From an optimization exercise on the open Yosys and OpenROAD flow, aimed at small area; shortcuts taken in it are not production practice. The RTL was checked by simulation tests, not by an equivalence proof against the original design.

==> garnet <==
==> flow/design.v <==
module dds_multichannel_avalon #(
   parameter int unsigned N_CH      = 4,
   parameter int unsigned INC_WIDTH = 32,
   parameter int unsigned PHASE_W   = 14,
   parameter int unsigned DWELL_W   = 16,
   parameter int unsigned ADDR_W    = 5
) (
   input  logic                      i_clk,
   input  logic                      i_rst_n,
   input  logic                      chipselect,
   input  logic                      write,
   input  logic                      read,
   input  logic [ADDR_W-1:0]         address,
   input  logic [31:0]               writedata,
   output logic [31:0]               readdata,
   output logic [N_CH*PHASE_W-1:0]   o_phase,
   output logic [N_CH-1:0]           o_valid,
   output logic                      o_irq
);
   localparam int unsigned CH_W = ADDR_W - 3;
   localparam int unsigned IW   = 32;
   localparam int unsigned HW   = 16;
   logic [2:0]      reg_sel;
   logic [CH_W-1:0] ch_sel;
   logic            wr_en, rd_en, cmd_wr;
   logic [N_CH-1:0] hit, commit, clear;
   logic [N_CH-1:0] irq_ch;
   logic [31:0]     rd_val;
   logic [31:0]     rd_ch [N_CH];
   logic init_q;
   assign reg_sel = address[2:0];
   assign ch_sel  = address[ADDR_W-1:3];
   assign wr_en   = chipselect & write;
   assign rd_en   = chipselect & read;
   assign cmd_wr  = wr_en & (reg_sel == 3'd7) & (|hit);
   always_comb begin
      hit    = '0;
      commit = '0;
      clear  = '0;
      for (int k = 0; k < N_CH; k++) begin
         hit[k]    = (ch_sel == CH_W'(k));
         commit[k] = cmd_wr & (writedata[2] | (hit[k] & writedata[0]));
         clear[k]  = cmd_wr & writedata[1] & (writedata[2] | hit[k]);
      end
   end
   always_ff @(posedge i_clk or negedge i_rst_n) begin
      if (!i_rst_n) begin
         init_q   <= 1'b0;
         readdata <= '0;
      end else begin
         init_q <= 1'b1;
         if (rd_en) readdata <= rd_val;
      end
   end
   always_comb begin
      rd_val = '0;
      for (int k = 0; k < N_CH; k++) rd_val = rd_val | rd_ch[k];
   end
   for (genvar k = 0; k < N_CH; k++) begin : g_ch
      logic [4:0]         ctrl_sh;
      logic [IW-1:0]      inc_sh, ofs_sh, step_sh, lim_sh;
      logic [DWELL_W-1:0] dwell_sh;
      logic               en_q, dir_q, auto_q, irqen_q, stepnz_q;
      logic [IW-1:0]      start_q, ofs_q, lim_q;
      logic [IW-1:0]      sd_q;        
      logic [DWELL_W-1:0] dwell_q;
      logic [HW-1:0]      acc_lo, acc_hi;
      logic               acc_c;
      logic [PHASE_W-1:0] phase_q;
      logic [IW-1:0]      cur_q;
      logic [DWELL_W-1:0] cnt_q;       
      logic               dwell_st_q;  
      logic               done_q;
      logic               we;
      logic [HW-1:0]      inc_lo, inc_hi, sum_lo, sum_hi, acc_lo_d, acc_hi_d;
      logic               c_lo, c_hi, zero;
      logic               kq;
      logic [PHASE_W-1:0] ph_sum;
      logic               ph_co;
      logic [HW-1:0]      ph_y0;
      logic [HW:0]        ph_t;
      logic [IW-1:0]      nxt;
      logic               nxt_co, over, tick, cmp_co;
      assign we = wr_en & hit[k];
      assign zero   = clear[k] | ~init_q;
      assign inc_lo = cur_q[HW-1:0] & {HW{en_q}};
      assign inc_hi = cur_q[IW-1:HW] & {HW{en_q}};
      dds_rca #(.W(HW)) u_acc_lo (.a(acc_lo), .b(inc_lo), .ci(1'b0), .s(sum_lo), .co(c_lo));
      dds_rca #(.W(HW)) u_acc_hi (.a(acc_hi), .b(inc_hi), .ci(acc_c), .s(sum_hi), .co(c_hi));
      assign acc_lo_d = sum_lo & {HW{~zero}};
      assign acc_hi_d = sum_hi & {HW{~zero}};
      dds_ctree #(.W(HW)) u_k (.a(acc_lo), .b(ofs_q[HW-1:0]), .ci(1'b0), .co(kq));
      dds_rca #(.W(HW)) u_ph (.a(acc_hi), .b(ofs_q[IW-1:HW]), .ci(acc_c), .s(ph_y0),
                              .co(ph_co));
      always_comb begin
         ph_t[0] = kq;
         for (int i = 0; i < HW; i++) ph_t[i+1] = ph_t[i] & ph_y0[i];
      end
      assign ph_sum = ph_y0[HW-1:2] ^ ph_t[HW-1:2];
      dds_bk #(.W(IW)) u_nxt (.a(cur_q), .b(sd_q), .ci(dir_q), .s(nxt), .co(nxt_co));
      dds_ctree #(.W(IW)) u_ovr (.a(nxt), .b(~lim_q), .ci(dir_q), .co(cmp_co));
      assign over = (nxt_co ^ dir_q) | (cmp_co ^ dir_q);
      assign tick = dwell_st_q & (cnt_q == '0) & stepnz_q;
      always_ff @(posedge i_clk or negedge i_rst_n) begin
         if (!i_rst_n) begin
            ctrl_sh    <= '0;
            en_q       <= 1'b0;
            dwell_st_q <= 1'b0;
            done_q     <= 1'b0;
            phase_q    <= '0;
         end else begin
            if (we && reg_sel == 3'd0) ctrl_sh <= writedata[4:0];
            if (en_q) phase_q <= ph_sum;
            if (commit[k]) begin
               en_q       <= ctrl_sh[0];
               dwell_st_q <= ctrl_sh[0] & ctrl_sh[1];
               done_q     <= 1'b0;
            end else if (tick && over) begin
               done_q <= 1'b1;
               if (!auto_q) dwell_st_q <= 1'b0;
            end
         end
      end
      always_ff @(posedge i_clk) begin
         if (we && reg_sel == 3'd1) inc_sh <= writedata;
         else if (!init_q)          inc_sh <= '0;
         if (we && reg_sel == 3'd2) ofs_sh <= writedata;
         else if (!init_q)          ofs_sh <= '0;
         if (we && reg_sel == 3'd3) step_sh <= writedata;
         else if (!init_q)          step_sh <= '0;
         if (we && reg_sel == 3'd4) lim_sh <= writedata;
         else if (!init_q)          lim_sh <= '0;
         if (we && reg_sel == 3'd5) dwell_sh <= writedata[DWELL_W-1:0];
         else if (!init_q)          dwell_sh <= '0;
         if (commit[k]) begin
            dir_q    <= ctrl_sh[2];
            auto_q   <= ctrl_sh[3];
            irqen_q  <= ctrl_sh[4];
            start_q  <= inc_sh;
            ofs_q    <= ofs_sh;
            sd_q     <= step_sh ^ {IW{ctrl_sh[2]}};
            stepnz_q <= |step_sh;
            lim_q    <= lim_sh;
            dwell_q  <= dwell_sh;
         end
         acc_lo <= acc_lo_d;
         acc_hi <= acc_hi_d;
         acc_c  <= c_lo & ~zero;
         if (commit[k])         cnt_q <= dwell_sh;
         else if (cnt_q == '0)  cnt_q <= dwell_q;
         else                   cnt_q <= cnt_q - 1'b1;
         if (!init_q)           cur_q <= '0;
         else if (commit[k])    cur_q <= inc_sh;
         else if (tick) begin
            if (!over)          cur_q <= nxt;
            else if (auto_q)    cur_q <= start_q;
            else                cur_q <= lim_q;
         end
      end
      always_comb begin
         rd_ch[k] = '0;
         if (hit[k]) begin
            case (reg_sel)
               3'd0: rd_ch[k] = 32'(ctrl_sh);
               3'd1: rd_ch[k] = init_q ? inc_sh         : '0;
               3'd2: rd_ch[k] = init_q ? ofs_sh         : '0;
               3'd3: rd_ch[k] = init_q ? step_sh        : '0;
               3'd4: rd_ch[k] = init_q ? lim_sh         : '0;
               3'd5: rd_ch[k] = init_q ? 32'(dwell_sh)  : '0;
               3'd6: rd_ch[k] = init_q ? cur_q          : '0;
               3'd7: rd_ch[k] = {29'd0, done_q, dwell_st_q, en_q};
            endcase
         end
      end
      assign o_phase[k*PHASE_W +: PHASE_W] = phase_q;
      assign o_valid[k] = en_q;
      assign irq_ch[k]  = done_q & irqen_q;
   end
   assign o_irq = |irq_ch;
endmodule
module dds_rca #(
   parameter int unsigned W = 8
) (
   input  logic [W-1:0] a,
   input  logic [W-1:0] b,
   input  logic         ci,
   output logic [W-1:0] s,
   output logic         co
);
   logic [W:0] c;
   always_comb begin
      c[0] = ci;
      for (int i = 0; i < W; i++) begin
         s[i]   = a[i] ^ b[i] ^ c[i];
         c[i+1] = (a[i] & b[i]) | (a[i] & c[i]) | (b[i] & c[i]);
      end
   end
   assign co = c[W];
endmodule
module dds_bk #(
   parameter int unsigned W = 32
) (
   input  logic [W-1:0] a,
   input  logic [W-1:0] b,
   input  logic         ci,
   output logic [W-1:0] s,
   output logic         co
);
   logic [W-1:0] p, g, gg, pp;
   logic [W:0]   c;
   always_comb begin
      p  = a ^ b;
      g  = a & b;
      gg = g;
      pp = p;
      gg[0] = g[0] | (p[0] & ci);
      for (int d = 1; d < W; d = d * 2) begin
         for (int i = 2 * d - 1; i < W; i = i + 2 * d) begin
            gg[i] = gg[i] | (pp[i] & gg[i-d]);
            pp[i] = pp[i] & pp[i-d];
         end
      end
      for (int d = W / 4; d >= 1; d = d / 2) begin
         for (int i = 3 * d - 1; i < W; i = i + 2 * d) begin
            gg[i] = gg[i] | (pp[i] & gg[i-d]);
            pp[i] = pp[i] & pp[i-d];
         end
      end
      c[0] = ci;
      for (int i = 0; i < W; i++) c[i+1] = gg[i];
      s = p ^ c[W-1:0];
   end
   assign co = c[W];
endmodule
module dds_ctree #(
   parameter int unsigned W = 32
) (
   input  logic [W-1:0] a,
   input  logic [W-1:0] b,
   input  logic         ci,
   output logic         co
);
   localparam int unsigned N = W + 1;
   logic [N-1:0] g, p;
   always_comb begin
      g[0] = ci;
      p[0] = 1'b0;
      for (int i = 0; i < W; i++) begin
         g[i+1] = a[i] & b[i];
         p[i+1] = a[i] | b[i];
      end
      for (int d = 1; d < N; d = d * 2) begin
         for (int i = N - 1; i >= d; i = i - 2 * d) begin
            g[i] = g[i] | (p[i] & g[i-d]);
            p[i] = p[i] & p[i-d];
         end
      end
   end
   assign co = g[N-1];
endmodule
==> flow/run.sh <==
#!/bin/bash
# synth_recipe.tcl (not shown) runs the flow's synth.tcl, then flattens the netlist and writes it again
# the make line also repeats each setting of config.mk as NAME=value (left out here)
make -C /OpenROAD-flow-scripts/flow DESIGN_CONFIG=/design/flow/config.mk WORK_HOME=/design/flow/orfs CLKGATE_MAP_FILE= SYNTH_SCRIPT=/design/flow/synth_recipe.tcl finish
==> flow/config.mk <==
export PLATFORM = sky130hd
export DESIGN_NAME = dds_multichannel_avalon
export DESIGN_NICKNAME = dds_multichannel_avalon
export VERILOG_FILES = /design/flow/design.v
export SDC_FILE = /design/flow/constraint.sdc
export NUM_CORES = 4
export LEC_CHECK = 0
export CAP_MARGIN = 20
export CORE_MARGIN = 2
export CORE_UTILIZATION = 75
export CTS_CLUSTER_DIAMETER = 80
export CTS_CLUSTER_SIZE = 25
export SLEW_MARGIN = 20
==> flow/constraint.sdc <==
create_clock -name core_clock -period 8.0 [get_ports {i_clk}]
set_input_delay 1.6000 -clock core_clock [delete_from_list [all_inputs] [get_ports {i_clk}]]
set_output_delay 1.6000 -clock core_clock [all_outputs]
set_load 0.01 [all_outputs]
==> onyx: changes against garnet <==
--- a/flow/config.mk
+++ b/flow/config.mk
@@ -8,5 +8,5 @@
 export CAP_MARGIN = 20
 export CORE_MARGIN = 2
-export CORE_UTILIZATION = 75
+export CORE_UTILIZATION = 40
 export CTS_CLUSTER_DIAMETER = 80
 export CTS_CLUSTER_SIZE = 25
==> pepper: changes against garnet <==
--- a/flow/design.v
+++ b/flow/design.v
@@ -67,4 +67,5 @@
       logic [HW-1:0]      acc_lo, acc_hi;
       logic               acc_c;
+      logic               kq;          
       logic [PHASE_W-1:0] phase_q;
       logic [IW-1:0]      cur_q;
@@ -75,5 +76,6 @@
       logic [HW-1:0]      inc_lo, inc_hi, sum_lo, sum_hi, acc_lo_d, acc_hi_d;
       logic               c_lo, c_hi, zero;
-      logic               kq;
+      logic [HW-1:0]      ofs_lo_d;
+      logic [HW:0]        kc;
       logic [PHASE_W-1:0] ph_sum;
       logic               ph_co;
@@ -81,5 +83,6 @@
       logic [HW:0]        ph_t;
       logic [IW-1:0]      nxt;
-      logic               nxt_co, over, tick, cmp_co;
+      logic               nxt_co, over, tick, cy32;
+      logic [IW-1:0]      cs_s, cs_k;
       assign we = wr_en & hit[k];
       assign zero   = clear[k] | ~init_q;
@@ -90,5 +93,10 @@
       assign acc_lo_d = sum_lo & {HW{~zero}};
       assign acc_hi_d = sum_hi & {HW{~zero}};
-      dds_ctree #(.W(HW)) u_k (.a(acc_lo), .b(ofs_q[HW-1:0]), .ci(1'b0), .co(kq));
+      assign ofs_lo_d = commit[k] ? ofs_sh[HW-1:0] : ofs_q[HW-1:0];
+      always_comb begin
+         kc[0] = 1'b0;
+         for (int i = 0; i < HW; i++)
+            kc[i+1] = (acc_lo_d[i] & ofs_lo_d[i]) | (acc_lo_d[i] & kc[i]) | (ofs_lo_d[i] & kc[i]);
+      end
       dds_rca #(.W(HW)) u_ph (.a(acc_hi), .b(ofs_q[IW-1:HW]), .ci(acc_c), .s(ph_y0),
                               .co(ph_co));
@@ -99,6 +107,12 @@
       assign ph_sum = ph_y0[HW-1:2] ^ ph_t[HW-1:2];
       dds_bk #(.W(IW)) u_nxt (.a(cur_q), .b(sd_q), .ci(dir_q), .s(nxt), .co(nxt_co));
-      dds_ctree #(.W(IW)) u_ovr (.a(nxt), .b(~lim_q), .ci(dir_q), .co(cmp_co));
-      assign over = (nxt_co ^ dir_q) | (cmp_co ^ dir_q);
+      always_comb begin
+         for (int i = 0; i < IW; i++) begin
+            cs_s[i] = cur_q[i] ^ sd_q[i] ^ ~lim_q[i];
+            cs_k[i] = (cur_q[i] & sd_q[i]) | (cur_q[i] & ~lim_q[i]) | (sd_q[i] & ~lim_q[i]);
+         end
+      end
+      dds_ctree #(.W(IW)) u_ovr (.a(cs_s), .b({cs_k[IW-2:0], dir_q}), .ci(dir_q), .co(cy32));
+      assign over = (dir_q ? (cs_k[IW-1] & cy32) : (cs_k[IW-1] | cy32)) ^ dir_q;
       assign tick = dwell_st_q & (cnt_q == '0) & stepnz_q;
       always_ff @(posedge i_clk or negedge i_rst_n) begin
@@ -147,4 +161,5 @@
          acc_hi <= acc_hi_d;
          acc_c  <= c_lo & ~zero;
+         kq     <= kc[HW];
          if (commit[k])         cnt_q <= dwell_sh;
          else if (cnt_q == '0)  cnt_q <= dwell_q;
--- a/flow/config.mk
+++ b/flow/config.mk
@@ -8,5 +8,5 @@
 export CAP_MARGIN = 20
 export CORE_MARGIN = 2
-export CORE_UTILIZATION = 75
+export CORE_UTILIZATION = 40
 export CTS_CLUSTER_DIAMETER = 80
 export CTS_CLUSTER_SIZE = 25
==> results.cfg <==
[finish]
buffers = 289
clkCellAreaFrac_pct = 3.75
drive_gt1_share_pct = 7.15

[global_routing]
antenna_found_initial = 21
grt_pass1_wl_mm = 382

[status]
outcome = timing/DRC/antenna clean

[place]
preCtsSetupSlack_ns = 0.539

[floorplanning]
rows = 162

[critical_path]
rr_endpoint = g_ch[1].acc_hi[14]$_DFF_P_
cp_num_cells = 19
worstSetupEndpoint = g_ch[1].acc_hi[14]$_DFF_P_

[sta]
worstMarginPinSlew_ns = 1.23
That was onyx.
==> results.cfg <==
[status]
outcome = timing/DRC/antenna clean

[critical_path]
cp_num_cells = 22
rr_endpoint = g_ch[1].kq$_DFF_P_

[floorplanning]
rows = 167

[place]
preCtsSetupSlack_ns = -0.0557

[finish]
buffers = 297
clkCellAreaFrac_pct = 4.01
fin_area_um2 = 91000

[global_routing]
grt_pass1_wl_mm = 410
antenna_found_initial = 16

[drt]
wl_per_cell_um = 25.2

[sta]
worstMarginPinSlew_ns = 1.29
That was pepper.
==> results.cfg <==
[place]
preCtsSetupSlack_ns = 0.558

[finish]
drive_gt1_share_pct = 6.05
clkCellAreaFrac_pct = 2.73

[sta]
worstMarginPinSlew_ns = 1.36

[global_routing]
antenna_found_initial = 16

[status]
outcome = timing/DRC/antenna clean

[critical_path]
worstSetupEndpoint = g_ch[3].acc_hi[15]$_DFF_P_
rr_endpoint = g_ch[3].acc_hi[15]$_DFF_P_
cp_num_cells = 20

[floorplanning]
rows = 118
That was garnet.

## what the ideal ports hide
The results above use ideal ports. As a check the final layouts listed here were re-extracted and re-timed, cells and wires unchanged. Step 1 sets driving cells, clkbuf_16 on the clock port and buf_2 on the other inputs (assumed; they add their load-dependent delay and slew). Step 2 moves the port delays by t, midway between the first and last clock arrival at a register: inputs arrive t later, outputs are due t later. That takes back most of the time a late clock gives input paths. a / b / c = no drivers / after step 1 / after step 2; a / b = the first two.
| run | t (ns) | setup WS [ns] | clock arrival spread, ns | worst slew at a driven data input, ns | pins driven straight from the clock port |
|---|---|---|---|---|---|
| garnet | 0.770 | 0.536 / 0.536 / 0.536 | 0.034 / 0.033 | 0.12 | 1 |
| onyx | 0.841 | 0.584 / 0.584 / 0.584 | 0.061 / 0.061 | 0.15 | 1 |
| pepper | 0.861 | 0.265 / 0.265 / 0.265 | 0.049 / 0.049 | 0.07 | 1 |
After both steps every run listed still meets setup and hold.
